From an optimization exercise on the open Yosys and OpenROAD flow, aimed at small area; shortcuts taken in it are not production practice.
The RTL was checked by simulation tests, not by an equivalence proof against the original design.
Power and IR drop assume default switching activity.

== yarrow ==
Design consensus_acceptor, start of the top module:
module consensus_acceptor #(
    parameter int ID_BITS     = 48,
    parameter int VALUE_BITS  = 64,
    parameter int UID_BITS    = 16,
    parameter int QUEUE_DEPTH = 4
) (
    input  logic                               clk,
    input  logic                               rst_n,
    input  logic                               req_valid,
    output logic                               req_ready,
    input  logic [2:0]                         req_func,
    input  logic [UID_BITS-1:0]                req_from_uid,
    input  logic [ID_BITS-1:0]                 req_proposal_id,
    input  logic [ID_BITS-1:0]                 req_accepted_in,
    input  logic [VALUE_BITS-1:0]              req_value,
    output logic                               rsp_valid,
    input  logic                               rsp_ready,
    output logic [2:0]                         rsp_msg_kind,
    output logic [UID_BITS-1:0]                rsp_dest_uid,
    output logic [ID_BITS-1:0]                 rsp_msg_proposal_id,
    output logic [ID_BITS-1:0]                 rsp_msg_other_id,
    output logic [VALUE_BITS-1:0]              rsp_msg_value,
    output logic                               rsp_persist_needed,
    output logic                               rsp_prepare_expired,
    output logic                               rsp_last,
    input  logic                               cfg_we,
    input  cac_pkg::cfg_idx_t                  cfg_index,
    input  logic [cac_pkg::CFG_DATA_BITS-1:0]  cfg_data
);
Size: ~2900 cells after synthesis, ~940 flip-flops, roughly 400 I/O pins, ~40000 um^2 of cells after synthesis.
Settings: LEC_CHECK=0, CAP_MARGIN=0, CORE_MARGIN=2, CORE_UTILIZATION=60, SLEW_MARGIN=0; clock period 10.0 ns.
standard.sh (not shown) runs the stock make flow with config.mk's settings and CLKGATE_MAP_FILE= SYNTH_SCRIPT=/design/flow/synth_recipe.tcl, a recipe that flattens the netlist after the stock synthesis.
==> flow/flow/run.sh <==
#!/bin/bash
# The standard layout (standard.sh) with two changes: the port buffers are
# the smallest buffer cell, and the clock tree uses clkbuf_4 leaf buffers on
# small clusters and clkbuf_8 above them, without dummy loads. Each ORFS step
# logs to orfs/logs; make's own output goes to standard.log here.
set -euo pipefail
export BUFFER_PORTS_ARGS="-buffer_cell sky130_fd_sc_hd__buf_1"
export CTS_ARGS="-sink_clustering_enable -repair_clock_nets -buf_list sky130_fd_sc_hd__clkbuf_8 -root_buf sky130_fd_sc_hd__clkbuf_8 -sink_clustering_buffer sky130_fd_sc_hd__clkbuf_4 -sink_clustering_size 10 -sink_clustering_max_diameter 40 -dont_use_dummy_load"
bash standard.sh > standard.log 2>&1
## Diff of input files: pepper against yarrow
- CAP_MARGIN changed from 0 to 20
- SLEW_MARGIN changed from 0 to 20
- CORE_UTILIZATION changed from 60 to 75
## What came out
Of pepper and yarrow, yarrow shows the higher layout overhead on the synthesized area, with pepper below it. As far as count of different cell masters after synthesis goes, pepper and yarrow are indistinguishable; the numbers are identical. Of the two values seen for first element of the critical path, u_back.kind_reg[2] was produced by yarrow and u_queue.rd_oh_reg[2] by pepper. Between pepper and yarrow, the difference in count of nets after finishing is negligible. Setup WNS yarrow -> pepper: worse. NOTE: number of global-route vias before repair in pepper exceeds that of yarrow. Relative to yarrow, the power measured on pepper has decreased slightly. Wire length: lower on pepper. Internal power of the cells: pepper vs yarrow down about 1%. NOTE: maximum frequency in pepper falls short of that of yarrow. Summary of pepper over yarrow: width of the die now sits lower; number of cells on the critical path now sits higher.
[inputs] maple vs pepper
- CORE_UTILIZATION: 75 -> 40
==> flow/flow/run.sh <==
#!/bin/bash
# The standard layout (standard.sh) with two changes: the port buffers are
# the smallest buffer cell, and the clock tree uses clkbuf_8 buffers in
# smaller clusters, without dummy loads. Each ORFS step logs to orfs/logs;
# make's own output goes to standard.log here.
set -euo pipefail
export BUFFER_PORTS_ARGS="-buffer_cell sky130_fd_sc_hd__buf_1"
export CTS_ARGS="-sink_clustering_enable -repair_clock_nets -buf_list sky130_fd_sc_hd__clkbuf_8 -sink_clustering_size 16 -sink_clustering_max_diameter 50 -dont_use_dummy_load"
bash standard.sh > standard.log 2>&1
### Flow results
Compared with pepper, in maple static leakage grew by 0.90%, transition time at the pin with the least slew margin rose 0.056 ns, total routed wirelength has increased, post-synthesis to final-layout area growth saw an increase.
For the buffer count excluding the clock tree in the final layout, maple came in about 0.7% higher than pepper did.
maple reports a lower power of the combinational group than pepper does.
### maple -> tundra
- CORE_UTILIZATION now 60, was 40
Results
Cmp maple and tundra / worst setup timing slack at the placement stage / lower: maple
Row worst setup slack after layout: tundra higher / maple lower
Delta (tundra minus maple): initial antenna violation count went down 9, clock skew went down 0.014 ns.
tundra gives more ratio of routed vias to standard cells than maple did.
Re source-to-sink clock delay at the later pin of the worst-skew pair: maple and tundra aren't equal, and the higher value belongs to maple.
Comparing tundra with maple, the power of the combinational group came out essentially unchanged.
The following lists how sierra was set up differently from tundra:
==> flow/flow/run.sh <==
#!/bin/bash
# The standard layout (standard.sh) with two changes: the port buffers are
# the smallest buffer cell, and the clock tree uses clkbuf_4 leaf buffers on
# small clusters and clkbuf_8 above them, without dummy loads. Each ORFS step
# logs to orfs/logs; make's own output goes to standard.log here.
set -euo pipefail
export BUFFER_PORTS_ARGS="-buffer_cell sky130_fd_sc_hd__buf_1"
export CTS_ARGS="-sink_clustering_enable -repair_clock_nets -buf_list sky130_fd_sc_hd__clkbuf_8 -root_buf sky130_fd_sc_hd__clkbuf_8 -sink_clustering_buffer sky130_fd_sc_hd__clkbuf_4 -sink_clustering_size 10 -sink_clustering_max_diameter 40 -dont_use_dummy_load"
bash standard.sh > standard.log 2>&1
Notes after the runs:
- Between sierra and tundra, the total via count after detailed routing is lower for tundra.
- tundra has a lower count of clock buffers in the final design than sierra.
- sierra ended up with a higher period utilization than tundra did.

## separate check: timing with driven ports
Ports are ideal in the flow. The routed layouts listed here were re-timed in OpenROAD.
Step 1 assumes that a clkbuf_16 drives the clock port and a buf_2 every other input.
Step 2 moves the port delays by t, midway between the first and last clock arrival at a register: inputs arrive t later, outputs are due t later. That takes back most of the time a late clock gives input paths.
Three values: ideal ports, drivers, drivers and shift; two values: the first two.
run | shift t [ns] | slack for setup (ns) | hold WS [ns] | cell pins on the clock port's net
yarrow | 0.807 | 4.076 / 4.009 / 4.304 | 0.493 / 0.493 / 0.493 | 1
pepper | 0.758 | 3.857 / 3.857 / 3.857 | 0.488 / 0.488 / 0.488 | 1
maple | 0.797 | 3.653 / 3.589 / 3.845 | 0.492 / 0.492 / 0.492 | 1
tundra | 0.760 | 4.176 / 4.110 / 4.341 | 0.492 / 0.492 / 0.492 | 1
sierra | 0.817 | 4.052 / 3.984 / 4.370 | 0.498 / 0.498 / 0.498 | 1
After both steps setup and hold are still met in every run listed.
